This is an optimization exercise on Yosys and OpenROAD, whose aim is small area, a short achievable clock period and few clock cycles per item, not a production implementation.
RTL that was checked went through simulation tests only; none was proved equivalent to the original.
The RTL of runs 2 to 5 was laid out without a check of its function.

==> flow/design.v <==
`default_nettype none
package fsc_pkg;
  localparam int HALF_W          = 16;
  localparam int KEY_BANK_W      = 64;
  localparam int ROUND_COUNT_DEF = 9;
  localparam int CFG_INDEX_W = 2;
  localparam int CFG_DATA_W  = KEY_BANK_W;
  localparam logic [63:0] SBOX = 64'h2174_8fe3_da09_b65c;
  localparam logic [63:0] PERM_DEST = 64'h5ae0_b61c_f287_39d4;
  function automatic logic [HALF_W-1:0] round_fn(input logic [HALF_W-1:0] x);
    logic [HALF_W-1:0] w;
    logic [HALF_W-1:0] z;
    for (int i = 0; i < 4; i++) begin
      w[4*i +: 4] = SBOX[4*x[4*i +: 4] +: 4];
    end
    z = '0;
    for (int i = 0; i < HALF_W; i++) begin
      z[PERM_DEST[4*i +: 4]] = w[HALF_W-1-i];
    end
    round_fn = z;
  endfunction
endpackage
`default_nettype wire
`default_nettype none
module fsc_round_pipe (
  input  wire logic [fsc_pkg::HALF_W-1:0] l_in,
  input  wire logic [fsc_pkg::HALF_W-1:0] r_in,
  input  wire logic [fsc_pkg::HALF_W-1:0] key,
  output logic      [fsc_pkg::HALF_W-1:0] l_out,
  output logic      [fsc_pkg::HALF_W-1:0] r_out
);
  assign l_out = r_in;
  assign r_out = l_in ^ fsc_pkg::round_fn(r_in ^ key);
endmodule
`default_nettype wire
`default_nettype none
`default_nettype wire
`default_nettype none
module fsc_accum (
  input  wire logic                        clk,
  input  wire logic                        rst_n,
  input  wire logic                        ld,
  input  wire logic                        first,
  input  wire logic                        last,
  input  wire logic [fsc_pkg::HALF_W-1:0]  l8,
  input  wire logic [fsc_pkg::HALF_W-1:0]  r8,
  input  wire logic [fsc_pkg::HALF_W-1:0]  key,
  output logic [fsc_pkg::HALF_W-1:0]       out_cipher_left,
  output logic [fsc_pkg::HALF_W-1:0]       out_cipher_right,
  output logic [fsc_pkg::HALF_W-1:0]       out_xor_sum_left_out,
  output logic [fsc_pkg::HALF_W-1:0]       out_xor_sum_right_out,
  output logic [fsc_pkg::HALF_W-1:0]       out_sticky_left_out,
  output logic [fsc_pkg::HALF_W-1:0]       out_sticky_right_out
);
  logic [fsc_pkg::HALF_W-1:0] xs_l, xs_r, sk_l, sk_r, cl, cr;
  logic [fsc_pkg::HALF_W-1:0] f, base_r, xs_l_nxt, xs_r_nxt;
  assign f        = fsc_pkg::round_fn(r8 ^ key);
  assign base_r   = (first ? '0 : xs_r) ^ l8;
  assign xs_l_nxt = (first ? '0 : xs_l) ^ r8;
  assign xs_r_nxt = base_r ^ f;
  always_ff @(posedge clk) begin
    if (!rst_n) begin
      xs_l <= '0;
      xs_r <= '0;
      sk_l <= '0;
      sk_r <= '0;
    end else if (ld) begin
      xs_l <= xs_l_nxt;
      xs_r <= xs_r_nxt;
      sk_l <= sk_l | ({fsc_pkg::HALF_W{last}} & xs_l_nxt);
      sk_r <= sk_r | ({fsc_pkg::HALF_W{last}} & xs_r_nxt);
    end
  end
  always_ff @(posedge clk) begin
    if (ld) begin
      cl <= r8;
      cr <= l8 ^ f;
    end
  end
  assign out_cipher_left       = cl;
  assign out_cipher_right      = cr;
  assign out_xor_sum_left_out  = xs_l;
  assign out_xor_sum_right_out = xs_r;
  assign out_sticky_left_out   = sk_l;
  assign out_sticky_right_out  = sk_r;
endmodule
`default_nettype wire
`default_nettype none
module feistel_sbox_cipher_integral_sum #(
  parameter int ROUND_COUNT = fsc_pkg::ROUND_COUNT_DEF,
  parameter logic [8:0] CUTS = 9'b1_0101_0101
) (
  input  wire logic                              clk,
  input  wire logic                              rst_n,
  input  wire logic                              cfg_wr_en,
  input  wire logic [fsc_pkg::CFG_INDEX_W-1:0]   cfg_index,
  input  wire logic [fsc_pkg::CFG_DATA_W-1:0]    cfg_wdata,
  input  wire logic                              in_valid,
  output logic                                   in_stall,
  input  wire logic [fsc_pkg::HALF_W-1:0]        in_plain_left,
  input  wire logic [fsc_pkg::HALF_W-1:0]        in_plain_right,
  input  wire logic                              in_first_of_set,
  input  wire logic                              in_last_of_set,
  output logic                                   out_valid,
  input  wire logic                              out_stall,
  output logic [fsc_pkg::HALF_W-1:0]             out_cipher_left,
  output logic [fsc_pkg::HALF_W-1:0]             out_cipher_right,
  output logic [fsc_pkg::HALF_W-1:0]             out_xor_sum_left_out,
  output logic [fsc_pkg::HALF_W-1:0]             out_xor_sum_right_out,
  output logic [fsc_pkg::HALF_W-1:0]             out_sticky_left_out,
  output logic [fsc_pkg::HALF_W-1:0]             out_sticky_right_out
);
  localparam int W = fsc_pkg::HALF_W;
  logic [63:0] k14, k58;
  logic [W-1:0] k9;
  logic [W-1:0] subkey [1:9];
  logic [63:0] kd;
  assign kd = cfg_wdata & {64{rst_n}};
  always_ff @(posedge clk) begin
    if (!rst_n || (cfg_wr_en && cfg_index == 2'd0)) k14 <= kd;
    if (!rst_n || (cfg_wr_en && cfg_index == 2'd1)) k58 <= kd;
    if (!rst_n || (cfg_wr_en && cfg_index == 2'd2)) k9  <= kd[W-1:0];
  end
  for (genvar k = 1; k <= 4; k++) begin : g_k14
    assign subkey[k]   = k14[W*(k-1) +: W];
    assign subkey[k+4] = k58[W*(k-1) +: W];
  end
  assign subkey[9] = k9;
  logic adv;
  logic out_valid_r;
  assign adv = !(out_valid_r && out_stall);
  logic         skid_v;
  logic [W-1:0] skid_l, skid_r;
  logic         skid_f, skid_t;
  assign in_stall = skid_v;
  always_ff @(posedge clk) begin
    if (!rst_n) skid_v <= 1'b0;
    else        skid_v <= !adv && (skid_v || in_valid);
  end
  always_ff @(posedge clk) begin
    if (!skid_v) begin
      skid_l <= in_plain_left;
      skid_r <= in_plain_right;
      skid_f <= in_first_of_set;
      skid_t <= in_last_of_set;
    end
  end
  logic [W-1:0] a_l [0:8];
  logic [W-1:0] a_r [0:8];
  logic         a_f [0:8];
  logic         a_t [0:8];
  logic         a_v [0:8];
  logic [W-1:0] b_l [0:8];
  logic [W-1:0] b_r [0:8];
  logic         b_f [0:8];
  logic         b_t [0:8];
  logic         b_v [0:8];
  assign a_l[0] = skid_v ? skid_l : in_plain_left;
  assign a_r[0] = skid_v ? skid_r : in_plain_right;
  assign a_f[0] = skid_v ? skid_f : in_first_of_set;
  assign a_t[0] = skid_v ? skid_t : in_last_of_set;
  assign a_v[0] = skid_v || in_valid;
  for (genvar k = 0; k <= 8; k++) begin : g_stage
    if (CUTS[k]) begin : g_reg
      logic [W-1:0] l_q, r_q;
      logic         f_q, t_q, v_q;
      always_ff @(posedge clk) begin
        if (adv) begin
          l_q <= a_l[k];
          r_q <= a_r[k];
          f_q <= a_f[k];
          t_q <= a_t[k];
        end
      end
      always_ff @(posedge clk) begin
        if (!rst_n) v_q <= 1'b0;
        else if (adv) v_q <= a_v[k];
      end
      assign b_l[k] = l_q;
      assign b_r[k] = r_q;
      assign b_f[k] = f_q;
      assign b_t[k] = t_q;
      assign b_v[k] = v_q;
    end else begin : g_wire
      assign b_l[k] = a_l[k];
      assign b_r[k] = a_r[k];
      assign b_f[k] = a_f[k];
      assign b_t[k] = a_t[k];
      assign b_v[k] = a_v[k];
    end
    if (k < 8) begin : g_round
      fsc_round_pipe u_round (
        .l_in  (b_l[k]),
        .r_in  (b_r[k]),
        .key   (subkey[k+1]),
        .l_out (a_l[k+1]),
        .r_out (a_r[k+1])
      );
      assign a_f[k+1] = b_f[k];
      assign a_t[k+1] = b_t[k];
      assign a_v[k+1] = b_v[k];
    end
  end
  always_ff @(posedge clk) begin
    if (!rst_n) out_valid_r <= 1'b0;
    else if (adv) out_valid_r <= b_v[8];
  end
  assign out_valid = out_valid_r;
  fsc_accum u_accum (
    .clk                   (clk),
    .rst_n                 (rst_n),
    .ld                    (adv && b_v[8]),
    .first                 (b_f[8]),
    .last                  (b_t[8]),
    .l8                    (b_l[8]),
    .r8                    (b_r[8]),
    .key                   (subkey[9]),
    .out_cipher_left       (out_cipher_left),
    .out_cipher_right      (out_cipher_right),
    .out_xor_sum_left_out  (out_xor_sum_left_out),
    .out_xor_sum_right_out (out_xor_sum_right_out),
    .out_sticky_left_out   (out_sticky_left_out),
    .out_sticky_right_out  (out_sticky_right_out)
  );
endmodule
`default_nettype wire
==> flow/run.sh <==
#!/bin/bash
# synth_recipe.tcl (not shown) runs the flow's synth.tcl, then flattens the netlist and writes it again
# the make line also repeats each setting of config.mk as NAME=value (left out here)
make -C /OpenROAD-flow-scripts/flow DESIGN_CONFIG=/design/flow/config.mk WORK_HOME=/design/flow/orfs CLKGATE_MAP_FILE= SYNTH_SCRIPT=/design/flow/synth_recipe.tcl finish
==> flow/config.mk <==
export PLATFORM = sky130hd
export DESIGN_NAME = feistel_sbox_cipher_integral_sum
export DESIGN_NICKNAME = feistel_sbox_cipher_integral_sum
export VERILOG_FILES = /design/flow/design.v
export SDC_FILE = /design/flow/constraint.sdc
export NUM_CORES = 4
export LEC_CHECK = 0
export ABC_AREA = 1
export CAP_MARGIN = 20
export CORE_MARGIN = 2
export CORE_UTILIZATION = 40
export SLEW_MARGIN = 20
==> flow/constraint.sdc <==
create_clock -name core_clock -period 5.0 [get_ports {clk}]
set_input_delay 1.0000 -clock core_clock [delete_from_list [all_inputs] [get_ports {clk}]]
set_output_delay 1.0000 -clock core_clock [all_outputs]
set_load 0.01 [all_outputs]
==> flow_summary_export.csv, run 1 <==
group,metric,value,unit
routing,wirelength,69000,um
yosys,synth_nets,3594,
timing,rsz0062_at_grt,"false",
setup_path,critPathKind,"register to output pin",
cts,cts_htree_levels,2,
timing,fin_ws,1960,ps
timing,slew_violations,0,
run,cap_violations,0,
grt,grt_pass1_wl,105000,um
cells_and_area,fin_area,0.0320,mm^2
cells_and_area,nets,3818,
placed_design,gp_congestion,0.912,
cells_and_area,fin_util,47.5,%
setup_path,worstSetupEndpointType,"output pin",
setup_path,cp.required,4000,ps
grt,track_usage,19.3,%
timing,tns,0,ps
routing,routedWlPerCell,15.4,um
yosys,synth_area_leader_cell,"edfxtp_1",
cts,postCtsSetupBuffers,0,
die,floorplan.initialDensity,40.6,%
cts,clkTransAtPathRegs,60,ps
setup_path,worstSetupStartpointType,"register",
routing,drc,0,
cts,postCtsHoldBufs,0,
cts,cts_resized,0,
placed_design,place_ws,1590,ps
grt,grt_max_degree,129,
placed_design,dp.cells,4399,
routing,drt_pass1_iterations,6,
cts,clock-sinks,451,
die,dieArea,0.0704,mm^2
cts,root_buffer,"clkbuf_16",
cts,cts_made_buffers,49,
yosys,syn_avg_cell_area,8.15,um^2
timing,slew_headroom,32.2,%
cells_and_area,final_cell_mix,"nand2_1 (1,220), inv_1 (445), nand3_1 (437), edfxtp_1 (346), clkdlybuf4s50_1 (201)",
routing,first_iter_violations,1543,
yosys,synth.area.top_cells,"edfxtp_1 (38%), nand2_1 (17%), nand3_1 (8.0%)",
timing,hold_slack,419,ps
outcome,status,"timing/DRC/antenna clean",
yosys,yosysUniqueCellTypes,42,
timing,layout_min_cycle_time,3040,ps
timing,skew,16.1,ps
yosys,synthesis.area,0.0273,mm^2
cells_and_area,layout-drive-gt1-share,7.58,%
die,fp.dieW,265,um
timing,max_freq,329,MHz
timing,final_hold_viol_count,0,
die,die_h,265,um
min_path,hold_class,"register to register",
cells_and_area,final_common_cell,"nand2_1",
timing,setup_viol,0,
grt,antenna_found_initial,3,
timing,worstMarginPinSlew,1020,ps
setup_path,r2r_slack,1980,ps
yosys,synth_top_area_share,38.0,%
yosys,yosysWarningCount,25,
yosys,ys_seq_area_share,45.7,%
placed_design,place_area,0.0304,mm^2
yosys,syn_inst,3353,
die,io-pin-count,203,
routing,via_per_inst,4.87,
die,rows,95,
setup_path,cp_max_fo,36,
cts,clock_path_buffers,3,
placed_design,portBuffers,202,
timing,post-route-period-util,60.7,%
cells_and_area,syn2layout_area_growth,17.2,%
placed_design,dpl.hpwl,53400,um
grt,grt_overflow,0,
setup_path,critPathArrivalTime,2040,ps
die,coreArea,0.0674,mm^2
routing,final_antenna_net_count,0,
routing,vias,21800,
grt,grt_pass1_vias,19200,
cts,clk_latency,590,ps
yosys,ys_ff_latch,451,
cells_and_area,fin_cells,4491,
cts,cts_tree,"built",
## sequential cells by signal, summed over array words and instances (netlist names), 5 cells and up
name               flops
g_stage.g_reg.f_q      5
skid_r                16
k9                    16
g_stage.g_reg.v_q      5
g_stage.g_reg.r_q     80
g_stage.g_reg.t_q      5
k58                   64
u_accum.sk_r          16
skid_l                16
k14                   64
g_stage.g_reg.l_q     80
u_accum.xs_l          16
u_accum.sk_l          16
u_accum.xs_r          16
u_accum.cl            16
u_accum.cr            16
## cell usage after synthesis, drive strengths merged
cell,n
nor3,1
clkbuf,35
ha,136
o21a,12
inv,472
a22oi,1
o211ai,20
edfxtp,346
o21ai,71
nand4,20
o31ai,2
nand2,1289
dfxtp,105
a21o,8
clkinv,1
buf,4
nor2,80
xor3,2
xnor2,52
nand3,460
nand3b,32
mux2,34
xor2,77
and2,1
xnor3,8
or2,12
a21oi,72
## worst max-delay path, stage by stage, from the launching register on
cell             delay [ps]
dfxtp_2                 310
buf_4                   460
clkdlybuf4s50_1         660
## path summary, 6_finish.rpt
check,start,end,cells after the start
max,skid_v,in_stall,2
min,g_stage[6].g_reg.t_q,g_stage[8].g_reg.t_q,0
max reg2reg,g_stage[4].g_reg.r_q[8],g_stage[6].g_reg.r_q[15],15
min reg2reg,g_stage[6].g_reg.t_q,g_stage[8].g_reg.t_q,0
## routing by layer
metal  GRT usage, %  vias up  part of all wire (%)
met1           26.4     9881                    46
met5              0        -                     0
li1               -    11300                     -
met4           6.89        0                   3.5
met2           31.8      549                    45
met3           2.24      114                   5.1
## cell type report
| cell class | instances | area [um^2] |
|---|---|---|
| Antenna cell | 1 | 2.50 |
| Clock buffer | 65 | 1370 |
| Clock inverter | 26 | 236 |
| Fill cell | 6513 | 35400 |
| Inverter | 473 | 1780 |
| Multi-Input combinational cell | 2390 | 12900 |
| Sequential cell | 451 | 12500 |
| Tap cell | 873 | 1090 |
| Timing Repair Buffer | 212 | 2120 |
## cell families (layout without fill, tap and decap cells)
group / count (synthesis) / count (layout) / share of synthesized area [%]
multiplexers: 34 / 34 / 1.40
flip-flops: 451 / 451 / 45.7
buffers and inverters: 512 / 776 / 7.10
XOR/XNOR: 139 / 139 / 5.74
adder cells (fa/ha/maj): 136 / 136 / 6.23
AND/OR/NAND/NOR: 1895 / 1895 / 30.0
other: 0 / 1 / 0
AO/OA/AOI/OAI: 186 / 186 / 3.83
Testbench counts, summed over its fixed seeds: cycles 9,648, items 9,600.
==> run 2: changes to the inputs <==
--- a/flow/design.v
+++ b/flow/design.v
@@ -88,7 +88,7 @@
 `default_nettype none
 module feistel_sbox_cipher_integral_sum #(
   parameter int ROUND_COUNT = fsc_pkg::ROUND_COUNT_DEF,
-  parameter logic [8:0] CUTS = 9'b1_0101_0101
+  parameter logic [8:0] CUTS = 9'b1_1010_1010
 ) (
   input  wire logic                              clk,
   input  wire logic                              rst_n,
==> run 2 against run 1 <==
Count of clock-buffer cells in the layout increased by 5; via count decreased by 5.1%; highest routed layer unchanged; final cell count decreased by 3.5%; still clean on timing, DRC and antenna; critical endpoint is now g_stage[7].g_reg.r_q[15]; worst hold slack got worse by 2.9 ps; setup slack got worse by 63 ps; non-clock buffer count increased by 4.
==> flow_summary_export.csv, run 2 <==
group,metric,value,unit
outcome,status,"timing/DRC/antenna clean",
yosys,synth.area.top_cells,"edfxtp_1 (39%), nand2_1 (16%), dfxtp_1 (7.9%)",
timing,tns,0,ps
timing,final_hold_viol_count,0,
cts,cts_htree_levels,2,
die,fp.dieW,262,um
grt,track_usage,20.1,%
cells_and_area,layout-drive-gt1-share,7.12,%
die,io-pin-count,203,
grt,grt_overflow,0,
cts,clk_latency,610,ps
routing,final_antenna_net_count,0,
yosys,syn_avg_cell_area,8.31,um^2
yosys,synth-compound-area-share,5.40,%
die,floorplan.initialDensity,40.4,%
routing,vias,20700,
cells_and_area,fin_util,47.9,%
yosys,yosysUniqueCellTypes,45,
cts,clock_path_buffers,3,
grt,antenna_found_initial,4,
yosys,synthArstFlopShare,0,%
yosys,synth_edf_count,346,
setup_path,worstSetupStartpointType,"register",
routing,via_per_inst,4.78,
yosys,synth-simple-area-share,27.3,%
routing,wirelength,68600,um
yosys,synth_fa_ha_area_share,6.92,%
yosys,synth_top_family_by_area,"simple AND/OR/NAND/NOR gates",
routing,routedWlPerCell,15.8,um
cts,postCtsSetupBuffers,0,
yosys,synthMuxAreaShare,0.0424,%
run,cap_violations,0,
timing,skew,17.6,ps
timing,slew_violations,0,
yosys,synth_area_leader_cell,"edfxtp_1",
min_path,hold_class,"register to register",
routing,drt_pass1_iterations,6,
yosys,syn_inst,3195,
yosys,synthTopCellsByCount,"nand2_1 (1,145), inv_1 (421), edfxtp_1 (346)",
setup_path,cp_max_fo,5,
yosys,synth_top_area_share,39.1,%
cts,cts_made_buffers,51,
setup_path,cp.required,5360,ps
cts,clock-sinks,451,
timing,slew_headroom,31.1,%
grt,grt_max_degree,168,
yosys,ys_seq_area_share,47.0,%
routing,first_iter_violations,1294,
cells_and_area,final_cell_mix,"nand2_1 (1,144), inv_1 (421), edfxtp_1 (346), nand3_1 (331), clkdlybuf4s50_1 (201)",
yosys,synth_xor_area_share,6.41,%
die,coreArea,0.0657,mm^2
die,dieArea,0.0685,mm^2
placed_design,gp_congestion,0.929,
yosys,synth_nets,3447,
cells_and_area,reg.largest.list,"g_stage.g_reg.l_q x80, g_stage.g_reg.r_q x80",
yosys,synthesis.area,0.0266,mm^2
timing,post-route-period-util,62.0,%
yosys,yosysWarningCount,25,
cells_and_area,syn2layout_area_growth,18.5,%
timing,setup_viol,0,
die,rows,94,
cells_and_area,nets,3677,
setup_path,critPathKind,"register to register",
timing,layout_min_cycle_time,3100,ps
setup_path,critPathArrivalTime,3450,ps
placed_design,portBuffers,202,
setup_path,worstSetupEndpointType,"register",
yosys,yosysMostFrequentCell,"nand2_1",
timing,max_freq,323,MHz
grt,grt_pass1_wl,106000,um
routing,drc,0,
cts,root_buffer,"clkbuf_16",
timing,rsz0062_at_grt,"false",
yosys,ys_ff_latch,451,
placed_design,dpl.hpwl,52600,um
cts,postCtsHoldBufs,0,
cts,cts_tree,"built",
grt,grt_pass1_vias,18900,
cts,cts_resized,0,
cells_and_area,final_common_cell,"nand2_1",
timing,worstMarginPinSlew,1030,ps
cts,clkTransAtPathRegs,60,ps
die,die_h,262,um
yosys,yosys_most_used_dff,"edfxtp_1",
-- run 2: metal layers --
metal	wire length [um]	global-route usage (%)	vias up
met5	0	0	-
met4	1870	6.11	0
met3	3420	2.36	82
met2	31600	33.7	457
met1	31700	27.3	9403
li1	-	-	10800
-- run 2: worst paths after layout --
kind	startpoint	to	slack [ps]	cells past startpoint
worst min-delay path	g_stage[3].g_reg.t_q	g_stage[5].g_reg.t_q	420	0
worst max register to register	g_stage[5].g_reg.r_q[8]	g_stage[7].g_reg.r_q[15]	1900	19
worst max-delay path	g_stage[5].g_reg.r_q[8]	g_stage[7].g_reg.r_q[15]	1900	19
worst min register to register	g_stage[3].g_reg.t_q	g_stage[5].g_reg.t_q	420	0
-- run 2: area by class of cell --
type | instances | area, um^2
fill | 6229 | 34300
sequential | 451 | 12500
multi-input combinational | 2264 | 12300
timing repair buffer | 216 | 2150
inverter | 441 | 1660
clock buffer | 70 | 1500
tap | 864 | 1080
clock inverter | 26 | 310
antenna | 2 | 5.00
-- run 2: kinds of logic after synthesis --
family                     count (synthesis)
buffers and inverters                    480
adders and majority gates                147
muxes                                      1
xor gates and xnor gates                 166
and+or+nand+nor                         1698
DFF                                      451
AOI/OAI and AO/OA                        252
-- run 2: critical path, stage by stage, from the launching register on --
cell,delay (ps)
edfxtp_1,430
xnor2_1,510
inv_1,180
ha_1,340
nand2_1,70
nand3_1,100
nand2_1,90
nand2_1,60
nand2_1,70
nand2_1,50
nand2_1,120
inv_1,110
ha_1,310
inv_1,40
nand2_1,70
nand2_1,50
nand2_1,70
nand2_1,60
nand2_1,50
nand2_1,60
-- run 2: metrics by stage --
| step | instance area [um^2] | worst slack [ps] | std cells | hold slack (ps) |
|---|---|---|---|---|
| finish | 31500 | 1900 | 4334 | 416 |
| global route | 31500 | 1600 | 4332 | 427 |
| CTS | 31500 | 1870 | 4332 | 420 |
| detailed placement | 29700 | 1520 | 4236 | 406 |
| global placement | 29700 | 1500 | 4236 | 401 |
| floorplan | 26600 | 537 | 3195 | 400 |
==> run 3: changes to the inputs <==
--- a/flow/design.v
+++ b/flow/design.v
@@ -24,13 +24,14 @@
 `default_nettype none
 module fsc_round_pipe (
   input  wire logic [fsc_pkg::HALF_W-1:0] l_in,
-  input  wire logic [fsc_pkg::HALF_W-1:0] r_in,
+  input  wire logic [fsc_pkg::HALF_W-1:0] t_in,
   input  wire logic [fsc_pkg::HALF_W-1:0] key,
+  input  wire logic [fsc_pkg::HALF_W-1:0] key_nxt,
   output logic      [fsc_pkg::HALF_W-1:0] l_out,
-  output logic      [fsc_pkg::HALF_W-1:0] r_out
+  output logic      [fsc_pkg::HALF_W-1:0] t_out
 );
-  assign l_out = r_in;
-  assign r_out = l_in ^ fsc_pkg::round_fn(r_in ^ key);
+  assign l_out = t_in ^ key;
+  assign t_out = (l_in ^ key_nxt) ^ fsc_pkg::round_fn(t_in);
 endmodule
 `default_nettype wire
 `default_nettype none
@@ -43,7 +44,7 @@
   input  wire logic                        first,
   input  wire logic                        last,
   input  wire logic [fsc_pkg::HALF_W-1:0]  l8,
-  input  wire logic [fsc_pkg::HALF_W-1:0]  r8,
+  input  wire logic [fsc_pkg::HALF_W-1:0]  t9,
   input  wire logic [fsc_pkg::HALF_W-1:0]  key,
   output logic [fsc_pkg::HALF_W-1:0]       out_cipher_left,
   output logic [fsc_pkg::HALF_W-1:0]       out_cipher_right,
@@ -53,8 +54,9 @@
   output logic [fsc_pkg::HALF_W-1:0]       out_sticky_right_out
 );
   logic [fsc_pkg::HALF_W-1:0] xs_l, xs_r, sk_l, sk_r, cl, cr;
-  logic [fsc_pkg::HALF_W-1:0] f, base_r, xs_l_nxt, xs_r_nxt;
-  assign f        = fsc_pkg::round_fn(r8 ^ key);
+  logic [fsc_pkg::HALF_W-1:0] r8, f, base_r, xs_l_nxt, xs_r_nxt;
+  assign r8       = t9 ^ key;
+  assign f        = fsc_pkg::round_fn(t9);
   assign base_r   = (first ? '0 : xs_r) ^ l8;
   assign xs_l_nxt = (first ? '0 : xs_l) ^ r8;
   assign xs_r_nxt = base_r ^ f;
@@ -88,7 +90,7 @@
 `default_nettype none
 module feistel_sbox_cipher_integral_sum #(
   parameter int ROUND_COUNT = fsc_pkg::ROUND_COUNT_DEF,
-  parameter logic [8:0] CUTS = 9'b1_1010_1010
+  parameter logic [8:0] CUTS = 9'b1_0101_0101
 ) (
   input  wire logic                              clk,
   input  wire logic                              rst_n,
@@ -125,17 +127,23 @@
     assign subkey[k]   = k14[W*(k-1) +: W];
     assign subkey[k+4] = k58[W*(k-1) +: W];
   end
-  assign subkey[9] = k9;
+  assign subkey[9]  = k9;
   logic adv;
   logic out_valid_r;
   assign adv = !(out_valid_r && out_stall);
   logic         skid_v;
   logic [W-1:0] skid_l, skid_r;
   logic         skid_f, skid_t;
-  assign in_stall = skid_v;
-  always_ff @(posedge clk) begin
-    if (!rst_n) skid_v <= 1'b0;
-    else        skid_v <= !adv && (skid_v || in_valid);
+  logic         stall_q;
+  assign in_stall = stall_q;
+  always_ff @(posedge clk) begin
+    if (!rst_n) begin
+      skid_v  <= 1'b0;
+      stall_q <= 1'b0;
+    end else begin
+      skid_v  <= !adv && (skid_v || in_valid);
+      stall_q <= !adv && (stall_q || in_valid);
+    end
   end
   always_ff @(posedge clk) begin
     if (!skid_v) begin
@@ -156,7 +164,7 @@
   logic         b_t [0:8];
   logic         b_v [0:8];
   assign a_l[0] = skid_v ? skid_l : in_plain_left;
-  assign a_r[0] = skid_v ? skid_r : in_plain_right;
+  assign a_r[0] = (skid_v ? skid_r : in_plain_right) ^ subkey[1];
   assign a_f[0] = skid_v ? skid_f : in_first_of_set;
   assign a_t[0] = skid_v ? skid_t : in_last_of_set;
   assign a_v[0] = skid_v || in_valid;
@@ -190,11 +198,12 @@
     end
     if (k < 8) begin : g_round
       fsc_round_pipe u_round (
-        .l_in  (b_l[k]),
-        .r_in  (b_r[k]),
-        .key   (subkey[k+1]),
-        .l_out (a_l[k+1]),
-        .r_out (a_r[k+1])
+        .l_in    (b_l[k]),
+        .t_in    (b_r[k]),
+        .key     (subkey[k+1]),
+        .key_nxt (subkey[k+2 > 9 ? 9 : k+2]),
+        .l_out   (a_l[k+1]),
+        .t_out   (a_r[k+1])
       );
       assign a_f[k+1] = b_f[k];
       assign a_t[k+1] = b_t[k];
@@ -213,7 +222,7 @@
     .first                 (b_f[8]),
     .last                  (b_t[8]),
     .l8                    (b_l[8]),
-    .r8                    (b_r[8]),
+    .t9                    (b_r[8]),
     .key                   (subkey[9]),
     .out_cipher_left       (out_cipher_left),
     .out_cipher_right      (out_cipher_right),
==> run 3 against run 2 <==
Via count fell by 4.5%; non-clock buffer count fell by 5; flip-flop and latch count rose by 1; register-to-register slack improved by 330 ps; first-iteration DRC count rose by 3.1%; worst hold slack improved by 0.63 ps; critical path depth fell by 12; global-route usage fell by 1.1 points; die area rose by 1.4%; highest routed layer unchanged.
==> flow_summary_export.csv, run 3 <==
group,metric,value,unit
outcome,status,"timing/DRC/antenna clean",
grt,grt_pass1_vias,18300,
routing,wl_met2,28600,um
die,dieArea,0.0694,mm^2
yosys,yosysUniqueCellTypes,40,
routing,routedLengthMet1,30600,um
timing,fin_ws,2160,ps
yosys,synth_edf_count,346,
die,coreArea,0.0669,mm^2
setup_path,cp.required,5510,ps
routing,drc,0,
grt,antenna_found_initial,0,
routing,routedWlPerCell,15.9,um
setup_path,cp_max_fo,80,
yosys,yosys_most_used_dff,"edfxtp_1",
timing,rsz0062_at_grt,"false",
cts,root_buffer,"clkbuf_16",
setup_path,critPathKind,"input port to register",
timing,final_hold_viol_count,0,
routing,top_layer_used,"met4",
routing,drt_pass1_iterations,8,
grt,track_usage,19.0,%
cells_and_area,reg.largest.list,"g_stage.g_reg.l_q x80, g_stage.g_reg.r_q x80",
timing,max_freq,352,MHz
yosys,ys_ff_latch,452,
placed_design,gp_congestion,0.923,
placed_design,dpl.hpwl,50800,um
routing,first_iter_violations,1334,
cts,cts_made_buffers,49,
routing,wirelength,66200,um
grt,grt_pass1_wl,102000,um
cells_and_area,final_cell_mix,"nand2_1 (895), inv_1 (385), edfxtp_1 (346), nand3_1 (285), clkdlybuf4s50_1 (201)",
yosys,syn_inst,3056,
yosys,yosysWarningCount,25,
grt,grt_max_degree,108,
die,fp.dieW,263,um
routing,via_per_inst,4.75,
yosys,syn_avg_cell_area,8.81,um^2
yosys,synthTopCellsByCount,"nand2_1 (897), inv_1 (385), edfxtp_1 (346)",
cts,clock-sinks,452,
placed_design,place_ws,1540,ps
timing,slew_headroom,25.1,%
cells_and_area,final_common_cell,"nand2_1",
placed_design,dp.cells,4081,
die,die_h,263,um
yosys,synthArstFlopShare,0,%
placed_design,portBuffers,202,
yosys,synth.area.top_cells,"edfxtp_1 (39%), nand2_1 (13%), dfxtp_1 (7.9%)",
cts,cts_tree,"built",
timing,layout_min_cycle_time,2840,ps
cts,cts_resized,0,
yosys,synth_top_area_share,38.6,%
cells_and_area,fin_util,47.1,%
timing,setup_viol,0,
cells_and_area,fin_area,0.0315,mm^2
yosys,synthesis.area,0.0269,mm^2
timing,skew,20.4,ps
run,cap_violations,0,
timing,slew_violations,0,
routing,route.met3.wl,3300,um
routing,vias,19800,
die,io-pin-count,203,
min_path,hold_class,"register to register",
yosys,synth_area_leader_cell,"edfxtp_1",
yosys,yosysMostFrequentCell,"nand2_1",
cts,clkTransAtPathRegs,60,ps
cells_and_area,fin_cells,4174,
cts,clk_latency,600,ps
cells_and_area,nets,3509,
routing,final_antenna_net_count,0,
cts,clock_path_buffers,3,
setup_path,worstSetupEndpointType,"register",
cells_and_area,syn2layout_area_growth,17.0,%
cts,postCtsSetupBuffers,0,
yosys,ys_seq_area_share,46.5,%
timing,hold_slack,417,ps
timing,post-route-period-util,56.8,%
timing,tns,0,ps
yosys,synth_nets,3306,
cts,postCtsHoldBufs,0,
setup_path,critPathArrivalTime,3350,ps
placed_design,place_area,0.0299,mm^2
timing,worstMarginPinSlew,1120,ps
cells_and_area,layout-drive-gt1-share,5.94,%
setup_path,worstSetupStartpointType,"input port",
die,floorplan.initialDensity,40.2,%
die,rows,95,
grt,grt_overflow,0,
cts,cts_htree_levels,2,
run 3: changes by cell type after synthesis, sizes merged, moves of 8 or more:
cell    previous run  this run
or2               18         4
xor2              91       203
o21ai            112        78
nor2              77       110
mux2               1        34
nand2           1216       918
nand3b            22        47
a21o               8         0
xnor2             69       159
buf                9        31
a21oi             80        71
inv              440       409
nand3            345       288
nand4             18        34
run 3: final timing paths:
path	start	to	slack [ps]	cells past startpoint
min reg2reg	g_stage[2].g_reg.f_q	g_stage[4].g_reg.f_q	420	0
min	g_stage[2].g_reg.f_q	g_stage[4].g_reg.f_q	420	0
max	out_stall	u_accum.sk_r[3]	2160	7
max reg2reg	g_stage[4].g_reg.r_q[8]	g_stage[6].g_reg.r_q[15]	2230	15
run 3: cells by family after synthesis:
kind of cell / share of synthesized area (%)
AO/OA/AOI/OAI: 4.00
flip-flops: 46.5
multiplexers: 1.42
adder cells (fa/ha/maj): 6.74
XOR/XNOR: 12.3
buffers and inverters: 6.81
AND/OR/NAND/NOR: 22.2
run 3: area by class of cell:
cell class,count,area [um^2]
fill,6387,35400
multi-input combinational,2136,12600
sequential,452,12500
timing repair buffer,211,2100
inverter,409,1540
clock buffer,73,1490
tap,873,1090
clock inverter,19,154
antenna,1,2.50
run 3: per-layer routing:
metal  up-vias  track usage, %
met5         -               0
met4         0            9.98
met3       121            2.53
met2       504            29.6
met1      8913            25.9
li1      10300               -
run 3: critical path, cell delays in order:
cell and delay, ps:
clkdlybuf4s50_1 490, nand2_8 420, inv_2 170, nor2_4 130, buf_4 690, nand4_1 190
a21oi_1 150
==> run 4: changes to the inputs <==
--- a/flow/config.mk
+++ b/flow/config.mk
@@ -9,4 +9,5 @@
 export CAP_MARGIN = 20
 export CORE_MARGIN = 2
 export CORE_UTILIZATION = 40
+export SETUP_SLACK_MARGIN = 2.4
 export SLEW_MARGIN = 20
==> run 4 against run 3 <==
Fmax increased by 11%; critical endpoint is now out_xor_sum_right_out[2]; still clean.
==> flow_summary_export.csv, run 4 <==
group,metric,value,unit
outcome,status,"timing/DRC/antenna clean",
routing,route.met3.wl,3910,um
placed_design,dp.cells,4079,
timing,slew_violations,0,
timing,slew_headroom,25.8,%
yosys,synthTopCellsByCount,"nand2_1 (897), inv_1 (385), edfxtp_1 (346)",
yosys,ys_ff_latch,452,
setup_path,cp_slowest_stage_delay,570,ps
yosys,synth.area.top_cells,"edfxtp_1 (39%), nand2_1 (13%), dfxtp_1 (7.9%)",
placed_design,portBuffers,202,
grt,antenna_found_initial,2,
cells_and_area,reg.largest.list,"g_stage.g_reg.l_q x80, g_stage.g_reg.r_q x80",
timing,final_hold_viol_count,0,
grt,grt_max_degree,174,
yosys,syn_inst,3056,
cts,cts_tree,"built",
routing,wirelength,67900,um
cts,clk_latency,590,ps
routing,final_antenna_net_count,0,
timing,layout_min_cycle_time,2560,ps
run,cap_violations,0,
cells_and_area,nets,3566,
setup_path,cp_max_fo,3,
setup_path,worstSetupEndpointType,"output pin",
die,rows,95,
grt,grt_pass1_wl,103000,um
die,io-pin-count,203,
timing,rsz0062_at_grt,"false",
cts,clkTransAtPathRegs,60,ps
cells_and_area,diodes,0,
die,floorplan.initialDensity,40.2,%
cts,cts_htree_levels,2,
cells_and_area,final_cell_mix,"nand2_1 (864), inv_1 (361), edfxtp_1 (346), nand3_1 (281), clkdlybuf4s50_1 (198)",
routing,routedWlPerCell,16.0,um
cts,clock_path_buffers,3,
yosys,synth_nets,3306,
grt,grt_overflow,0,
yosys,syn_avg_cell_area,8.81,um^2
cells_and_area,fin_util,48.0,%
cells_and_area,layout-drive-gt1-share,9.50,%
yosys,yosysWarningCount,25,
cells_and_area,syn2layout_area_growth,19.2,%
timing,setup_viol,0,
placed_design,gp_congestion,0.917,
routing,first_iter_violations,1324,
cts,root_buffer,"clkbuf_16",
setup_path,critPathArrivalTime,1560,ps
cells_and_area,final_common_cell,"nand2_1",
timing,tns,0,ps
yosys,yosysMostFrequentCell,"nand2_1",
setup_path,r2r_slack,2530,ps
cts,cts_made_buffers,50,
die,fp.dieW,263,um
die,dieArea,0.0694,mm^2
yosys,synth_edf_count,346,
routing,routedLengthMet1,30800,um
setup_path,crit_family,"buffers and inverters",
grt,grt_pass1_vias,18200,
min_path,hold_class,"register to register",
yosys,synthArstFlopShare,0,%
routing,via_per_inst,4.76,
routing,top_layer_used,"met4",
yosys,synth_area_leader_cell,"edfxtp_1",
yosys,synth_top_area_share,38.6,%
routing,vias,20100,
setup_path,worstSetupStartpointType,"register",
placed_design,dpl.hpwl,50100,um
timing,skew,13.1,ps
timing,hold_slack,419,ps
grt,track_usage,19.1,%
setup_path,crit_buf_inv,1,
yosys,synthesis.area,0.0269,mm^2
die,coreArea,0.0669,mm^2
routing,drc,0,
timing,post-route-period-util,51.1,%
setup_path,cpMaxStageDelayCell,"clkdlybuf4s50_1",
routing,wl_met2,30000,um
yosys,yosysUniqueCellTypes,40,
routing,drt_pass1_iterations,8,
yosys,ys_seq_area_share,46.5,%
setup_path,cp.required,4000,ps
cells_and_area,fin_cells,4230,
cts,clock-sinks,452,
yosys,yosys_most_used_dff,"edfxtp_1",
timing,max_freq,391,MHz
cts,postCtsHoldBufs,0,
timing,worstMarginPinSlew,1110,ps
die,die_h,263,um
setup_path,critPathKind,"register to output pin",
setup_path,path_cells,"clkdlybuf4s50_1",
==> run 4: final cells by class <==
type	count	area, um^2
multi-input cells	2136	12900
well taps	873	1090
clock inverters	28	151
repair buffers	267	2530
clock buffers	65	1410
fillers	6363	34800
flip-flops and latches	452	12500
inverters	409	1550
==> run 4: through the flow <==
step	setup slack, ps	instance area [um^2]
6_report	2440	32100
5_1_grt	2390	32100
4_1_cts	2360	31600
3_5_place_dp	1990	29900
3_3_place_gp	2000	29900
2_1_floorplan	2390	27000
==> run 4: path summary, 6_finish.rpt <==
kind                           startpoint                  endpoint  cells past startpoint
setup reg to reg  g_stage[2].g_reg.r_q[1]   g_stage[4].g_reg.r_q[1]                     14
hold reg to reg      g_stage[0].g_reg.f_q      g_stage[2].g_reg.f_q                      0
setup / recovery          u_accum.xs_r[2]  out_xor_sum_right_out[2]                      1
hold / removal       g_stage[0].g_reg.f_q      g_stage[2].g_reg.f_q                      0
==> run 4: cells by family after synthesis <==
kind of cell / count (synthesis) / synth area share [%]
and+or+nand+nor: 1403 / 22.2
buffers and inverters: 468 / 6.81
DFF: 452 / 46.5
xor gates and xnor gates: 362 / 12.3
AOI/OAI and AO/OA: 192 / 4.00
adders and majority gates: 145 / 6.74
muxes: 34 / 1.42
==> run 4: routing by layer <==
| metal | up-vias | track usage [%] |
|---|---|---|
| met1 | 9044 | 26.0 |
| met3 | 118 | 2.42 |
| li1 | 10400 | - |
| met2 | 574 | 30.5 |
| met5 | - | 0 |
| met4 | 0 | 8.73 |
==> run 4: timing repair <==
item | in CTS | in global routing
buffers inserted | 16 | 42
pin swaps | 1 | 15
gates resized for setup | 17 | 72
endpoints found under the hold margin | 0 | 0
setup endpoints to repair | 38 | 60
==> run 5: changes to the inputs <==
--- a/flow/design.v
+++ b/flow/design.v
@@ -131,28 +131,7 @@
   logic adv;
   logic out_valid_r;
   assign adv = !(out_valid_r && out_stall);
-  logic         skid_v;
-  logic [W-1:0] skid_l, skid_r;
-  logic         skid_f, skid_t;
-  logic         stall_q;
-  assign in_stall = stall_q;
-  always_ff @(posedge clk) begin
-    if (!rst_n) begin
-      skid_v  <= 1'b0;
-      stall_q <= 1'b0;
-    end else begin
-      skid_v  <= !adv && (skid_v || in_valid);
-      stall_q <= !adv && (stall_q || in_valid);
-    end
-  end
-  always_ff @(posedge clk) begin
-    if (!skid_v) begin
-      skid_l <= in_plain_left;
-      skid_r <= in_plain_right;
-      skid_f <= in_first_of_set;
-      skid_t <= in_last_of_set;
-    end
-  end
+  assign in_stall = !adv;
   logic [W-1:0] a_l [0:8];
   logic [W-1:0] a_r [0:8];
   logic         a_f [0:8];
@@ -163,11 +142,11 @@
   logic         b_f [0:8];
   logic         b_t [0:8];
   logic         b_v [0:8];
-  assign a_l[0] = skid_v ? skid_l : in_plain_left;
-  assign a_r[0] = (skid_v ? skid_r : in_plain_right) ^ subkey[1];
-  assign a_f[0] = skid_v ? skid_f : in_first_of_set;
-  assign a_t[0] = skid_v ? skid_t : in_last_of_set;
-  assign a_v[0] = skid_v || in_valid;
+  assign a_l[0] = in_plain_left;
+  assign a_r[0] = in_plain_right ^ subkey[1];
+  assign a_f[0] = in_first_of_set;
+  assign a_t[0] = in_last_of_set;
+  assign a_v[0] = in_valid;
   for (genvar k = 0; k <= 8; k++) begin : g_stage
     if (CUTS[k]) begin : g_reg
       logic [W-1:0] l_q, r_q;
==> flow/flow/run.sh (new file) <==
#!/bin/bash
# Own layout flow: the standard layout (standard.sh), unchanged except that the
# port buffers buffer_ports inserts are sky130_fd_sc_hd__buf_2 cells. Each tool's
# output goes to a log file in this folder; ORFS's per-step logs stay under orfs/logs.
set -euo pipefail
bash standard.sh synth > make_synth.log 2>&1
bash standard.sh "BUFFER_PORTS_ARGS=-buffer_cell sky130_fd_sc_hd__buf_2" finish > make_layout.log 2>&1
==> flow/standard.sh (new file) <==
#!/bin/bash
# synth_recipe.tcl (not shown) runs the flow's synth.tcl, then flattens the netlist and writes it again
# the make line also repeats each setting of config.mk as NAME=value (left out here)
make -C /OpenROAD-flow-scripts/flow DESIGN_CONFIG=/design/flow/config.mk WORK_HOME=/design/flow/orfs CLKGATE_MAP_FILE= SYNTH_SCRIPT=/design/flow/synth_recipe.tcl "${@:-finish}"
--- a/flow/config.mk
+++ b/flow/config.mk
@@ -9,5 +9,4 @@
 export CAP_MARGIN = 20
 export CORE_MARGIN = 2
 export CORE_UTILIZATION = 40
-export SETUP_SLACK_MARGIN = 2.4
 export SLEW_MARGIN = 20
removed: flow/run.sh
==> run 5 against run 4 <==
Critical path depth increased by 3; synthesized cell count decreased by 0.33%; critical endpoint is now in_stall; final cell count decreased by 2.1%; first-iteration DRC count increased by 26%; core utilization decreased by 2.3 points; routed wire length decreased by 0.97%.
==> flow_summary_export.csv, run 5 <==
group,metric,value,unit
outcome,status,"timing/DRC/antenna clean",
setup_path,worstSetupStartpointType,"input port",
cells_and_area,fin_cells,4142,
routing,drt_pass1_iterations,5,
cts,clock_path_buffers,3,
yosys,synth_top_area_share,39.8,%
cells_and_area,fin_area,0.0295,mm^2
cts,postCtsSetupBuffers,0,
run,cap_violations,0,
yosys,yosys_most_used_dff,"edfxtp_1",
grt,grt_max_degree,83,
yosys,syn_inst,3046,
yosys,synth_nets,3296,
placed_design,place_ws,1820,ps
cells_and_area,fin_util,45.7,%
routing,drc,0,
grt,grt_pass1_vias,18100,
cts,cts_htree_levels,2,
cts,cts_resized,0,
timing,max_freq,337,MHz
setup_path,r2r-start,"g_stage[4].g_reg.r_q[0]",
grt,antenna_found_initial,0,
setup_path,critPathKind,"input port to output pin",
grt,track_usage,19.9,%
min_path,hold_class,"register to register",
cells_and_area,diodes,0,
cells_and_area,nets,3499,
routing,first_iter_violations,1673,
yosys,synthesis.area,0.0261,mm^2
yosys,ys_seq_area_share,45.1,%
cells_and_area,reg.largest.list,"g_stage.g_reg.l_q x80, g_stage.g_reg.r_q x80",
timing,post-route-period-util,59.3,%
cells_and_area,final_common_cell,"nand2_1",
setup_path,cp_max_fo,82,
cells_and_area,final_cell_mix,"nand2_1 (945), inv_1 (397), edfxtp_1 (346), nand3_1 (307), buf_2 (201)",
cells_and_area,regArea,0.0118,mm^2
die,dieArea,0.0674,mm^2
yosys,synth_area_leader_cell,"edfxtp_1",
routing,vias,19600,
die,fp.dieW,260,um
timing,hold_slack,417,ps
setup_path,critPathArrivalTime,1970,ps
yosys,ys_ff_latch,416,
timing,layout_min_cycle_time,2970,ps
cts,postCtsHoldBufs,0,
yosys,yosysMostFrequentCell,"nand2_1",
yosys,synthTopCellsByCount,"nand2_1 (946), inv_1 (397), edfxtp_1 (346)",
routing,via_per_inst,4.74,
cells_and_area,layout-drive-gt1-share,11.7,%
cts,clock-sinks,416,
cts,clkTransAtPathRegs,60,ps
die,rows,93,
yosys,synth.area.top_cells,"edfxtp_1 (40%), nand2_1 (14%), ha_1 (6.9%)",
yosys,synth_edf_count,346,
routing,wirelength,67200,um
timing,skew,29.2,ps
cells_and_area,syn2layout_area_growth,12.8,%
yosys,syn_avg_cell_area,8.58,um^2
timing,worstMarginPinSlew,1040,ps
yosys,synthArstFlopShare,0,%
setup_path,cp.required,4000,ps
setup_path,crit_start,"out_stall",
routing,final_antenna_net_count,0,
cts,root_buffer,"clkbuf_16",
die,coreArea,0.0645,mm^2
cts,cts_made_buffers,47,
yosys,yosysWarningCount,25,
timing,setup_viol,0,
cells_and_area,fillCellCount,6347,
routing,routedWlPerCell,16.2,um
grt,grt_pass1_wl,102000,um
placed_design,dp.cells,4055,
die,die_h,260,um
timing,fin_ws,2030,ps
placed_design,place_area,0.0280,mm^2
die,floorplan.initialDensity,40.5,%
placed_design,dpl.hpwl,51800,um
placed_design,portBuffers,202,
timing,slew_headroom,30.3,%
cts,cts_tree,"built",
setup_path,worstSetupEndpointType,"output pin",
timing,rsz0062_at_grt,"false",
timing,slew_violations,0,
placed_design,gp_congestion,0.898,
grt,grt_overflow,0,
cts,clk_latency,590,ps
timing,tns,0,ps
cells_and_area,multi_input_area,0.0124,mm^2
yosys,yosysUniqueCellTypes,41,
timing,final_hold_viol_count,0,
die,io-pin-count,203,
min_path,hold_path.startpoint,"g_stage[0].g_reg.f_q",
## run 5: cell count changes in the layout (fill, tap and decap cells not counted), sizes merged, moves of 22 or more
cell	before	now
nor2	110	88
nand3b	47	25
buf	66	212
clkdlybuf4s50	198	0
nand2	918	1000
dfxtp	106	70
nand3	288	317
mux2	34	0
## run 5: cell families (layout without fill, tap and decap cells)
logic type | count (synthesis) | after routing | share of synthesized area (%)
AO/OA/AOI/OAI | 178 | 178 | 3.90
XOR/XNOR | 357 | 357 | 12.2
adder cells (fa/ha/maj) | 145 | 145 | 6.94
buffers and inverters | 482 | 723 | 7.55
flip-flops | 416 | 416 | 45.1
AND/OR/NAND/NOR | 1468 | 1468 | 24.3
## run 5: critical path, cell delays in order
cell	delay (ps)
buf_2	130
nand2_8	420
inv_2	190
buf_2	200
## run 5: cell type report
class                   count  share of cell area, %
inverters                 424                   5.46
multi-input cells        2148                   42.1
flip-flops and latches    416                   40.0
clock inverters            22                  0.675
clock buffers              65                   4.47
well taps                 855                   3.63
repair buffers            212                   3.69
## run 5: routing by layer
layer	vias to the layer above	wire length, um	track usage, %
met5	-	0	0
met4	0	2410	7.36
met3	87	3370	2.62
met2	473	30100	31.9
met1	8891	31300	27.5
li1	10200	-	-
## run 5: final timing paths
| path | end | slack (ps) | cells after the start |
|---|---|---|---|
| min reg2reg | g_stage[2].g_reg.f_q | 420 | 0 |
| max reg2reg | g_stage[6].g_reg.r_q[11] | 2210 | 12 |
| max | in_stall | 2030 | 4 |
| min | g_stage[2].g_reg.f_q | 420 | 0 |
==> run 6: changes to the inputs <==
--- a/flow/design.v
+++ b/flow/design.v
@@ -131,7 +131,6 @@
   logic adv;
   logic out_valid_r;
   assign adv = !(out_valid_r && out_stall);
-  assign in_stall = !adv;
   logic [W-1:0] a_l [0:8];
   logic [W-1:0] a_r [0:8];
   logic         a_f [0:8];
@@ -194,6 +193,12 @@
     else if (adv) out_valid_r <= b_v[8];
   end
   assign out_valid = out_valid_r;
+  logic ov_stall;
+  assign in_stall = ov_stall && out_stall;
+  always_ff @(posedge clk) begin
+    if (!rst_n) ov_stall <= 1'b0;
+    else if (!in_stall) ov_stall <= b_v[8];
+  end
   fsc_accum u_accum (
     .clk                   (clk),
     .rst_n                 (rst_n),
==> run 6 against run 5 <==
Still clean on timing, DRC and antenna; critical path depth increased by 11; clock skew increased by 0.75 ps; routed wire length decreased by 1.4%; die area about the same; first-iteration DRC count decreased by 8.6%; worst hold slack got worse by 4.1 ps; synthesized cell count decreased by 1.4%; global-route usage decreased by 0.16 points; core utilization increased by 0.62 points.
==> flow_summary_export.csv, run 6 <==
group,metric,value,unit
cells_and_area,multi_input_area,0.0125,mm^2
routing,via_per_inst,4.76,
yosys,synth_top_family_by_area,"simple AND/OR/NAND/NOR gates",
cts,postCtsHoldBufs,0,
setup_path,r2r-start,"g_stage[0].g_reg.r_q[13]",
cells_and_area,syn2layout_area_growth,14.4,%
run,cap_violations,0,
yosys,syn_avg_cell_area,8.70,um^2
yosys,yosysUniqueCellTypes,42,
grt,grt_overflow,0,
timing,slew_headroom,31.9,%
setup_path,crit_start,"g_stage[0].g_reg.r_q[13]",
setup_path,critPathArrivalTime,3140,ps
cells_and_area,fin_cells,4105,
setup_path,critPathKind,"register to register",
yosys,synth.area.top_cells,"edfxtp_1 (40%), nand2_1 (13%), ha_1 (6.9%)",
yosys,syn_inst,3003,
cts,cts_tree,"built",
cells_and_area,reg.largest.list,"g_stage.g_reg.l_q x80, g_stage.g_reg.r_q x80",
timing,setup_viol,0,
yosys,yosysWarningCount,25,
yosys,ys_seq_area_share,45.2,%
die,rows,93,
routing,vias,19600,
min_path,hold_path.startpoint,"g_stage[4].g_reg.t_q",
yosys,synthMuxAreaShare,0,%
cts,cts_resized,0,
yosys,synth_xor_area_share,12.9,%
yosys,synth_nets,3253,
cts,cts_htree_levels,2,
routing,first_iter_violations,1529,
setup_path,worstSetupStartpointType,"register",
placed_design,dpl.hpwl,50800,um
routing,drt_pass1_iterations,6,
cts,clock-sinks,417,
timing,slew_violations,0,
yosys,synth_edf_count,346,
cts,cts_made_buffers,50,
yosys,synth-simple-area-share,23.2,%
die,fp.dieW,260,um
setup_path,cp.required,5350,ps
cells_and_area,final_common_cell,"nand2_1",
yosys,ys_ff_latch,417,
min_path,whs_path_depth,0,
die,die_h,260,um
grt,grt_pass1_vias,18100,
yosys,synthesis.area,0.0261,mm^2
cells_and_area,regArea,0.0118,mm^2
timing,skew,29.9,ps
timing,final_hold_viol_count,0,
timing,worstMarginPinSlew,1020,ps
routing,wirelength,66300,um
setup_path,cp_max_fo,6,
placed_design,dp.cells,4010,
yosys,synth_fa_ha_area_share,6.95,%
die,dieArea,0.0673,mm^2
placed_design,gp_congestion,0.922,
routing,routedWlPerCell,16.2,um
routing,drc,0,
cells_and_area,layout-drive-gt1-share,12.5,%
timing,tns,0,ps
grt,grt_max_degree,91,
yosys,synthArstFlopShare,0,%
cts,clock_path_buffers,3,
cts,root_buffer,"clkbuf_16",
yosys,synth_top_area_share,39.8,%
grt,antenna_found_initial,1,
yosys,synth_area_leader_cell,"edfxtp_1",
yosys,synth-compound-area-share,4.70,%
routing,final_antenna_net_count,0,
die,io-pin-count,203,
placed_design,portBuffers,202,
grt,grt_pass1_wl,102000,um
setup_path,worstSetupEndpointType,"register",
die,coreArea,0.0645,mm^2
setup_path,reg2reg_depth,15,
yosys,yosysMostFrequentCell,"nand2_1",
cells_and_area,nets,3458,
cts,clk_latency,600,ps
yosys,yosys_most_used_dff,"edfxtp_1",
outcome,status,"timing/DRC/antenna clean",
die,floorplan.initialDensity,40.5,%
min_path,hold_class,"register to register",
timing,post-route-period-util,55.8,%
cells_and_area,fillCellCount,6251,
cts,postCtsSetupBuffers,0,
grt,track_usage,19.8,%
cells_and_area,final_cell_mix,"nand2_1 (875), inv_1 (381), edfxtp_1 (346), nand3_1 (297), xor2_1 (204)",
timing,max_freq,358,MHz
timing,layout_min_cycle_time,2790,ps
timing,rsz0062_at_grt,"false",
cts,clkTransAtPathRegs,60,ps
yosys,synthTopCellsByCount,"nand2_1 (876), inv_1 (382), edfxtp_1 (346)",
-- run 6: kinds of logic after synthesis --
logic type	Yosys count
AO/OA/AOI/OAI	211
XOR/XNOR	365
adder cells (fa/ha/maj)	145
buffers and inverters	463
flip-flops	417
AND/OR/NAND/NOR	1402
-- run 6: per-stage QoR --
step,hold WS (ps),cell area (um^2),utilization [%],setup slack [ps]
after floorplan,400,26100,-,197
after global placement,402,28000,43.4,1720
after detailed placement,407,28000,43.4,1660
after CTS,416,29800,46.3,2150
after global routing,422,29900,46.3,1940
final,413,29900,46.3,2210
-- run 6: path summary, 6_finish.rpt --
check / to / slack (ps)
setup / recovery: g_stage[2].g_reg.r_q[3] / 2210
hold / removal: g_stage[6].g_reg.t_q / 410
setup reg to reg: g_stage[2].g_reg.r_q[3] / 2210
hold reg to reg: g_stage[6].g_reg.t_q / 410
-- run 6: per-layer routing --
| metal | vias up | wire [um] | global-route usage, % |
|---|---|---|---|
| met5 | - | 0 | 0 |
| met4 | 0 | 2140 | 6.70 |
| met3 | 93 | 3260 | 2.65 |
| met2 | 463 | 30200 | 32.6 |
| met1 | 8897 | 30700 | 26.7 |
| li1 | 10100 | - | - |
-- run 6: cell type report --
class	count	share of cell area [%]
clock inverters	23	1.06
repair buffers	211	3.73
clock buffers	70	5.14
multi-input cells	2123	41.8
diodes	1	0.00838
well taps	855	3.58
inverters	405	5.13
flip-flops and latches	417	39.5
-- run 6: worst max-delay path, stage by stage (launching register included) --
cell and delay [ps]:
edfxtp_1 470, inv_1 120, ha_1 280, inv_1 50
nand2_1 80, nand3_1 70, nand2_1 130, xor2_2 340
inv_1 150, ha_1 310, inv_1 70, nor2_1 50
o21ai_0 240, nand2_1 80, nand2_1 60, nand2_1 40
Testbench counts of run 6, summed over its fixed seeds: cycles 9,648, items 9,600.
==> run 7: changes to the inputs <==
--- a/flow/config.mk
+++ b/flow/config.mk
@@ -9,4 +9,5 @@
 export CAP_MARGIN = 20
 export CORE_MARGIN = 2
 export CORE_UTILIZATION = 40
+export SETUP_SLACK_MARGIN = 2.7
 export SLEW_MARGIN = 20
==> run 7 against run 6 <==
Die area unchanged; flip-flop and latch count did not move; final cell count is 4.1% higher; area after synthesis unchanged; setup slack gained 420 ps; worst hold slack hardly changed; first-iteration DRC count up 4.4%; count of clock-buffer cells in the layout is 12 lower; final area increased by 11%; clock skew decreased by 13 ps.
==> flow_summary_export.csv, run 7 <==
group,metric,value,unit
timing,worstMarginPinSlew,1030,ps
timing,setup_viol,0,
cts,clk_latency,600,ps
routing,via_per_inst,4.85,
setup_path,r2r_slack,2630,ps
yosys,synth_fa_ha_area_share,6.95,%
cells_and_area,final_cell_mix,"nand2_1 (751), edfxtp_1 (346), inv_1 (302), nand3_1 (220), xor2_1 (200)",
placed_design,dp.cells,4009,
yosys,synthArstFlopShare,0,%
cells_and_area,fin_area,0.0330,mm^2
grt,antenna_found_initial,2,
placed_design,place_area,0.0281,mm^2
setup_path,critPathArrivalTime,2720,ps
yosys,synth_area_leader_cell,"edfxtp_1",
placed_design,portBuffers,202,
die,dieArea,0.0673,mm^2
die,die_h,260,um
min_path,hold_class,"register to register",
grt,grt_max_degree,87,
timing,layout_min_cycle_time,2370,ps
yosys,synth_edf_count,346,
routing,wirelength,72300,um
yosys,synth-simple-area-share,23.2,%
cts,cts_made_buffers,48,
min_path,whs_endpoint,"g_stage[6].g_reg.t_q",
yosys,synthesis.area,0.0261,mm^2
yosys,synthMuxAreaShare,0,%
yosys,synth_nets,3253,
cells_and_area,layout-drive-gt1-share,27.6,%
die,floorplan.initialDensity,40.5,%
grt,grt_pass1_vias,18600,
die,io-pin-count,203,
outcome,status,"timing/DRC/antenna clean",
placed_design,place_ws,1800,ps
setup_path,cp.required,5350,ps
min_path,whs_path_depth,0,
setup_path,cp_max_fo,5,
setup_path,reg2reg_depth,13,
grt,grt_pass1_wl,105000,um
routing,routedWlPerCell,16.9,um
cells_and_area,fillCellCount,5955,
timing,slew_headroom,31.5,%
yosys,synth.area.top_cells,"edfxtp_1 (40%), nand2_1 (13%), ha_1 (6.9%)",
timing,hold_slack,413,ps
cells_and_area,fin_util,51.3,%
die,fp.dieW,260,um
yosys,yosysUniqueCellTypes,42,
yosys,ys_ff_latch,417,
cts,postCtsHoldBufs,0,
yosys,synth_top_family_by_area,"simple AND/OR/NAND/NOR gates",
yosys,syn_inst,3003,
cells_and_area,final_common_cell,"nand2_1",
routing,drt_pass1_iterations,6,
cells_and_area,syn2layout_area_growth,26.5,%
timing,max_freq,422,MHz
cts,cts_htree_levels,2,
routing,first_iter_violations,1596,
cts,root_buffer,"clkbuf_16",
routing,final_antenna_net_count,0,
yosys,synth_xor_area_share,12.9,%
run,cap_violations,0,
setup_path,worstSetupStartpointType,"register",
die,rows,93,
die,coreArea,0.0645,mm^2
cts,cts_tree,"built",
yosys,synth_top_area_share,39.8,%
placed_design,gp_congestion,0.942,
yosys,ys_seq_area_share,45.2,%
min_path,hold_path.startpoint,"g_stage[4].g_reg.t_q",
grt,track_usage,20.5,%
yosys,yosysMostFrequentCell,"nand2_1",
cts,clkTransAtPathRegs,60,ps
cells_and_area,diodes,0,
yosys,yosys_most_used_dff,"edfxtp_1",
routing,vias,20700,
yosys,syn_avg_cell_area,8.70,um^2
timing,skew,16.6,ps
grt,grt_overflow,0,
cells_and_area,reg.largest.list,"g_stage.g_reg.l_q x80, g_stage.g_reg.r_q x80",
timing,slew_violations,0,
yosys,yosysWarningCount,25,
setup_path,worstSetupEndpointType,"register",
setup_path,r2r-start,"g_stage[2].g_reg.r_q[13]",
cts,clock_path_buffers,3,
setup_path,critPathKind,"register to register",
timing,post-route-period-util,47.4,%
routing,drc,0,
cells_and_area,fin_cells,4273,
timing,rsz0062_at_grt,"true",
yosys,synthTopCellsByCount,"nand2_1 (876), inv_1 (382), edfxtp_1 (346)",
timing,fin_ws,2630,ps
timing,final_hold_viol_count,0,
setup_path,r2r_end,"g_stage[4].g_reg.r_q[8]",
yosys,synth-compound-area-share,4.70,%
placed_design,dpl.hpwl,50800,um
timing,tns,0,ps
cts,clock-sinks,417,
cells_and_area,nets,3629,
==> run 7: cell types whose count changed in the layout (fill, tap and decap cells not counted), moves of 16 or more <==
| cell | change |
|---|---|
| buf_4 | +134 |
| nand2_1 | -124 |
| nand2_2 | +81 |
| inv_1 | -79 |
| nand3_1 | -77 |
| nand3_2 | +71 |
| ha_1 | -63 |
| inv_2 | +62 |
| ha_4 | +48 |
| nand2_4 | +42 |
| buf_6 | +37 |
| o21ai_0 | -25 |
| inv_4 | +16 |
==> run 7: cell type report <==
class / count / area [um^2] / area share, %
clock inverter: 31 / 304 / 0.920
timing repair buffer: 382 / 2550 / 7.73
inverter: 405 / 1590 / 4.82
clock buffer: 58 / 1290 / 3.91
sequential: 417 / 11800 / 35.7
tap: 855 / 1070 / 3.24
multi-input combinational: 2125 / 14400 / 43.6
==> run 7: worst max-delay path by stage <==
stage	depth (start not counted)	slack [ps]	to	startpoint
after floorplan	3	2430	k14[0]	cfg_index[1]
after global placement	5	1820	k14[15]	cfg_index[1]
after detailed placement	5	1800	k14[13]	cfg_index[1]
after CTS	15	2590	g_stage[8].g_reg.r_q[13]	g_stage[6].g_reg.r_q[12]
after global routing	13	2520	g_stage[4].g_reg.r_q[8]	g_stage[2].g_reg.r_q[13]
final	13	2630	g_stage[4].g_reg.r_q[8]	g_stage[2].g_reg.r_q[13]
==> run 7: cell families after synthesis <==
logic type | after synthesis
XOR/XNOR | 365
flip-flops | 417
buffers and inverters | 463
AO/OA/AOI/OAI | 211
AND/OR/NAND/NOR | 1402
adder cells (fa/ha/maj) | 145
==> run 7: repair_timing <==
item / CTS / global route
cloned: 1 / 1
pin swaps: 67 / 187
buffers inserted: 102 / 71
gates resized for setup: 180 / 333
setup endpoints to repair: 152 / 101
==> run 7: worst max-delay path: stages, from the launching register on <==
cell and delay [ps]:
edfxtp_1 520, buf_6 180, ha_4 140, inv_2 50, nand2_1 50, o211ai_1 140
nand3b_1 180, nand2_4 160, inv_4 70, ha_4 240, o211ai_1 200, nand2_1 70
nand2_1 70, nand2_1 50
==> run 7: per-layer routing <==
metal / vias up / part of all wire (%) / GRT usage, %
li1: 10500 / - / -
met1: 9495 / 43 / 26.6
met2: 612 / 47 / 34.2
met3: 141 / 5.0 / 2.32
met4: 0 / 4.9 / 9.47
met5: - / 0 / 0

static timing again, ports no longer ideal:
In the flow no input, the clock included, has a driving cell. The finished layouts below were timed again as built, in two steps.
Step 1, drivers: a clkbuf_16 drives clk and a buf_2 each remaining input, both assumed.
Step 2 adds t to the input delays and takes it off the output delays; t is the mean of the earliest and latest rising clock arrival at the registers after step 1. Input paths then give back, and output paths get back, about the clock's delay inside the block.
a / b / c = no drivers / after step 1 / after step 2; a / b = the first two.
| run | t, ns | setup WS [ns] | hold WS [ns] | worst setup path at the end | slew at the worst register clock pin (ns) |
|---|---|---|---|---|---|
| run 1 | 0.646 | 1.964 / 1.903 / 1.553 | 0.419 / 0.419 / 0.419 | input to register | 0.06 / 0.06 |
| run 2 | 0.661 | 1.901 / 1.901 / 1.594 | 0.416 / 0.416 / 0.416 | input to register | 0.07 / 0.07 |
| run 3 | 0.649 | 2.160 / 2.200 / 1.552 | 0.417 / 0.417 / 0.417 | input to register | 0.06 / 0.06 |
| run 4 | 0.644 | 2.443 / 2.384 / 1.963 | 0.419 / 0.419 / 0.419 | input to register | 0.06 / 0.06 |
| run 5 | 0.637 | 2.034 / 2.015 / 1.865 | 0.417 / 0.417 / 0.417 | input to register | 0.06 / 0.06 |
| run 6 | 0.645 | 2.208 / 2.208 / 1.741 | 0.413 / 0.413 / 0.413 | input to register | 0.07 / 0.07 |
| run 7 | 0.649 | 2.632 / 2.632 / 2.152 | 0.413 / 0.413 / 0.413 | input to register | 0.07 / 0.07 |
After both steps every run listed still meets setup and hold. The setup slack of run 3, which loses most, moves by +0.040 ns with the drivers and by -0.608 ns with both steps.
